Background: an optimization exercise with open tools, aiming at small area, a short achievable clock period and few clock cycles per item. Do not read the settings as production practice. Only simulation tests tie the RTL to the original design; equivalence was not proved. No activity file was given, so power comes from the tool's default toggle rates.

==> inputs of run a <==
// wtm32
module wtm32 (
  input  wire logic        clk,
  input  wire logic        arst_n,
  input  wire logic        in_valid,
  input  wire logic [31:0] in_a,
  input  wire logic [31:0] in_b,
  output logic             in_ready,
  output logic             out_valid,
  output logic [63:0]      out_product,
  input  wire logic        credit_ret
);
clock: 8.0 ns
lec_check: 0
cap_margin: 20
core_margin: 2
core_utilization: 40
setup_slack_margin: 4.4
slew_margin: 20
synth_hierarchical: 1
standard.sh (not shown) runs the stock make flow with config.mk's settings and CLKGATE_MAP_FILE= SYNTH_SCRIPT=/design/flow/synth_recipe.tcl, a recipe that flattens the netlist after the stock synthesis.
==> flow/flow/run.sh <==
#!/bin/bash
# Own flow: the standard synthesis, then every combinational cell that
# synthesis sized above drive 1 is set back to drive 1 (hierarchical
# synthesis sizes each leaf module alone, without its real load), then
# the standard layout from floorplan to finish.  Timing repair in the
# layout steps upsizes again where a path needs it.  Every port still gets
# its own buffer, but a buf_1 rather than the default clkdlybuf4s50_1.
set -euo pipefail
bash standard.sh synth > synth_std.log 2>&1
R=orfs/results/${FLOW_PLATFORM}/wtm32/base
python3 flow/downsize.py "$R/1_2_yosys.v" > downsize.log 2>&1
rm -f "$R/1_synth.odb" "$R/1_synth.sdc"
export BUFFER_PORTS_ARGS="-buffer_cell sky130_fd_sc_hd__buf_1"
bash standard.sh > layout_std.log 2>&1
==> flow/flow/downsize.py <==
#!/usr/bin/env python3
"""Set combinational cells of a sky130hd netlist to drive strength 1.
Flip-flops, latches, buffers, clock cells and tie cells are left alone."""
import re, sys
path = sys.argv[1]
src = open(path).read()
KEEP = ('df', 'dl', 'sdf', 'edf', 'buf', 'clk', 'conb', 'tap', 'fill', 'decap', 'diode', 'dly', 'ha_', 'fa_')
import os
lib = os.path.join(os.environ.get('FLOW_HOME', '/OpenROAD-flow-scripts/flow'),
                   'platforms/sky130hd/lib/sky130_fd_sc_hd__tt_025C_1v80.lib')
cells = set(re.findall(r'cell \("sky130_fd_sc_hd__(\w+)"\)', open(lib).read()))
count = {}
def repl(m):
    base, size = m.group(1), m.group(2)
    name = base + '_' + size
    if size in ('0', '1') or name.startswith(KEEP) or (base + '_1') not in cells:
        return m.group(0)
    count[name] = count.get(name, 0) + 1
    return 'sky130_fd_sc_hd__' + base + '_1 '
out = re.sub(r'\bsky130_fd_sc_hd__([a-z0-9]+(?:_[a-z0-9]+)*?)_(\d+)\s', repl, src)
open(path, 'w').write(out)
for k, v in sorted(count.items()):
    print(k, '->', k.rsplit('_', 1)[0] + '_1', v)
==> inputs of run b, as changes to run a <==
--- a/flow/config.mk
+++ b/flow/config.mk
@@ -8,6 +8,8 @@
 export CAP_MARGIN = 20
 export CORE_MARGIN = 2
-export CORE_UTILIZATION = 40
-export SETUP_SLACK_MARGIN = 4.4
+export CORE_UTILIZATION = 68
+export CTS_CLUSTER_DIAMETER = 80
+export CTS_CLUSTER_SIZE = 35
+export SETUP_SLACK_MARGIN = 4.5
 export SLEW_MARGIN = 20
 export SYNTH_HIERARCHICAL = 1
==> run notes <==
quantity                                                                                        run a       run b
Share of layout cells above drive strength 1                                                   0.0644      0.0556
Post-CTS clock slew at the launch and capture registers of the worst setup and hold paths     0.06 ns     0.11 ns
Post-Route WL                                                                               110000 um   102000 um
Chip height                                                                                    272 um      210 um
Worst slack on hold paths                                                                    0.351 ns    0.369 ns
Worst setup slack after placement                                                             4.18 ns     4.30 ns
Number of core rows                                                                                98          75
Leakage power summed over all cells                                                           11.3 nW     11.0 nW
Fraction of area in non-clock buffers                                                          0.0226      0.0250
Slew headroom                                                                                   0.347       0.397
Via count of the routed design                                                                  23700       24300
Via count of the first global-routing pass                                                      25800       25900
Number of non-clock buffers                                                                       164         166
Status                                                               no timing/DRC/antenna violations  no timing/DRC/antenna violations
Sequential portion of the cell area                                                             0.207       0.213
Maximum level of the CTS H-tree                                                                     2           1
Critical Path Fanout Max                                                                           33          35
Switching power of the nets                                                                   9.80 mW     9.68 mW
Required time of the critical path                                                            8.48 ns     8.44 ns
Post-route cell area                                                                       32300 um^2  31300 um^2
Met2 demand-to-capacity share in global routing                                                 0.461       0.680
Startpoint of the most critical hold path                                                          v2          v1
Slowest CP cell                                                                                  fa_1       buf_4
Width of the die                                                                               272 um      210 um
Testbench counts of run a, summed over its fixed seeds: cycles 3,224, items 3,200.
Testbench counts of run b, summed over its fixed seeds: cycles 3,224, items 3,200.

* * *

==> inputs of fjord <==
wtm32 again, from the RTL that the note above started with.
## wtm32
module wtm32 (
  input  wire logic        clk,
  input  wire logic        arst_n,
  input  wire logic        in_valid,
  input  wire logic [31:0] in_a,
  input  wire logic [31:0] in_b,
  output logic             in_ready,
  output logic             out_valid,
  output logic [63:0]      out_product,
  input  wire logic        credit_ret
);
export LEC_CHECK = 0
export CAP_MARGIN = 20
export CORE_MARGIN = 2
export CORE_UTILIZATION = 55
export CTS_CLUSTER_DIAMETER = 80
export CTS_CLUSTER_SIZE = 35
export SETUP_SLACK_MARGIN = 4.6
export SLEW_MARGIN = 20
export SYNTH_HIERARCHICAL = 1
export TNS_END_PERCENT = 0
create_clock -name core_clock -period 8.0 [get_ports {clk}]
Scripts as last shown in full above: flow/flow/run.sh, flow/flow/downsize.py
==> inputs of maple, as changes to fjord <==
--- a/flow/config.mk
+++ b/flow/config.mk
@@ -9,8 +9,7 @@
 export CORE_MARGIN = 2
-export CORE_UTILIZATION = 55
+export CORE_UTILIZATION = 40
 export CTS_CLUSTER_DIAMETER = 80
 export CTS_CLUSTER_SIZE = 35
-export SETUP_SLACK_MARGIN = 4.6
+export SETUP_SLACK_MARGIN = 4.5
 export SLEW_MARGIN = 20
 export SYNTH_HIERARCHICAL = 1
-export TNS_END_PERCENT = 0
==> run notes <==
- Power: maple is larger than fjord (2.3%).
- Between maple and fjord, the lower first-iteration DRC count is in maple (gap 2.8%, measured against fjord).
- Synthesized area is the same in maple and fjord.
- In fjord the non-clock buffer count is lower than in maple, by 14.
- Between fjord and maple, the lower clock power is in fjord (gap about 9%, measured against maple).
- Synthesized cell count is the same in fjord and maple.
- Cell count: maple is higher than fjord (about 8%).
- Clock-buffer cell count: maple is higher than fjord (2).
- Of fjord and maple, maple has the higher register-to-register slack (gap 0.05 ns).
- In maple the utilization is lower than in fjord, by 16 points.
- Sequential power: maple is smaller than fjord (about 2%).
Testbench counts of fjord, summed over its fixed seeds: cycles 3,224, items 3,200.
Testbench counts of maple, summed over its fixed seeds: cycles 3,224, items 3,200.

-- afterwards: timing with drivers on the ports --
The results above use ideal ports. As a check the final layouts listed here were re-extracted and re-timed, cells and wires unchanged. Step 1 (the two cells are an assumption about what drives the block):
set clk [get_ports {clk}]
set_driving_cell -lib_cell sky130_fd_sc_hd__clkbuf_16 $clk
set_driving_cell -lib_cell sky130_fd_sc_hd__buf_2 [delete_from_list [all_inputs] $clk]
Step 2 adds t to the input delays and takes it off the output delays; t is the mean of the earliest and latest rising clock arrival at the registers after step 1. Input paths then give back, and output paths get back, about the clock's delay inside the block. a / b / c = no drivers / after step 1 / after step 2; a / b = the first two.
run | t (ns) | setup WS [ns] | latest minus earliest clock arrival (ns)
run a | 0.643 | 4.441 / 4.441 / 4.441 | 0.042 / 0.041
run b | 0.640 | 4.457 / 4.457 / 4.457 | 0.052 / 0.052
fjord | 0.661 | 4.426 / 4.426 / 4.426 | 0.033 / 0.033
maple | 0.671 | 4.473 / 4.473 / 4.473 | 0.034 / 0.034
After both steps setup and hold are still met in every run listed.
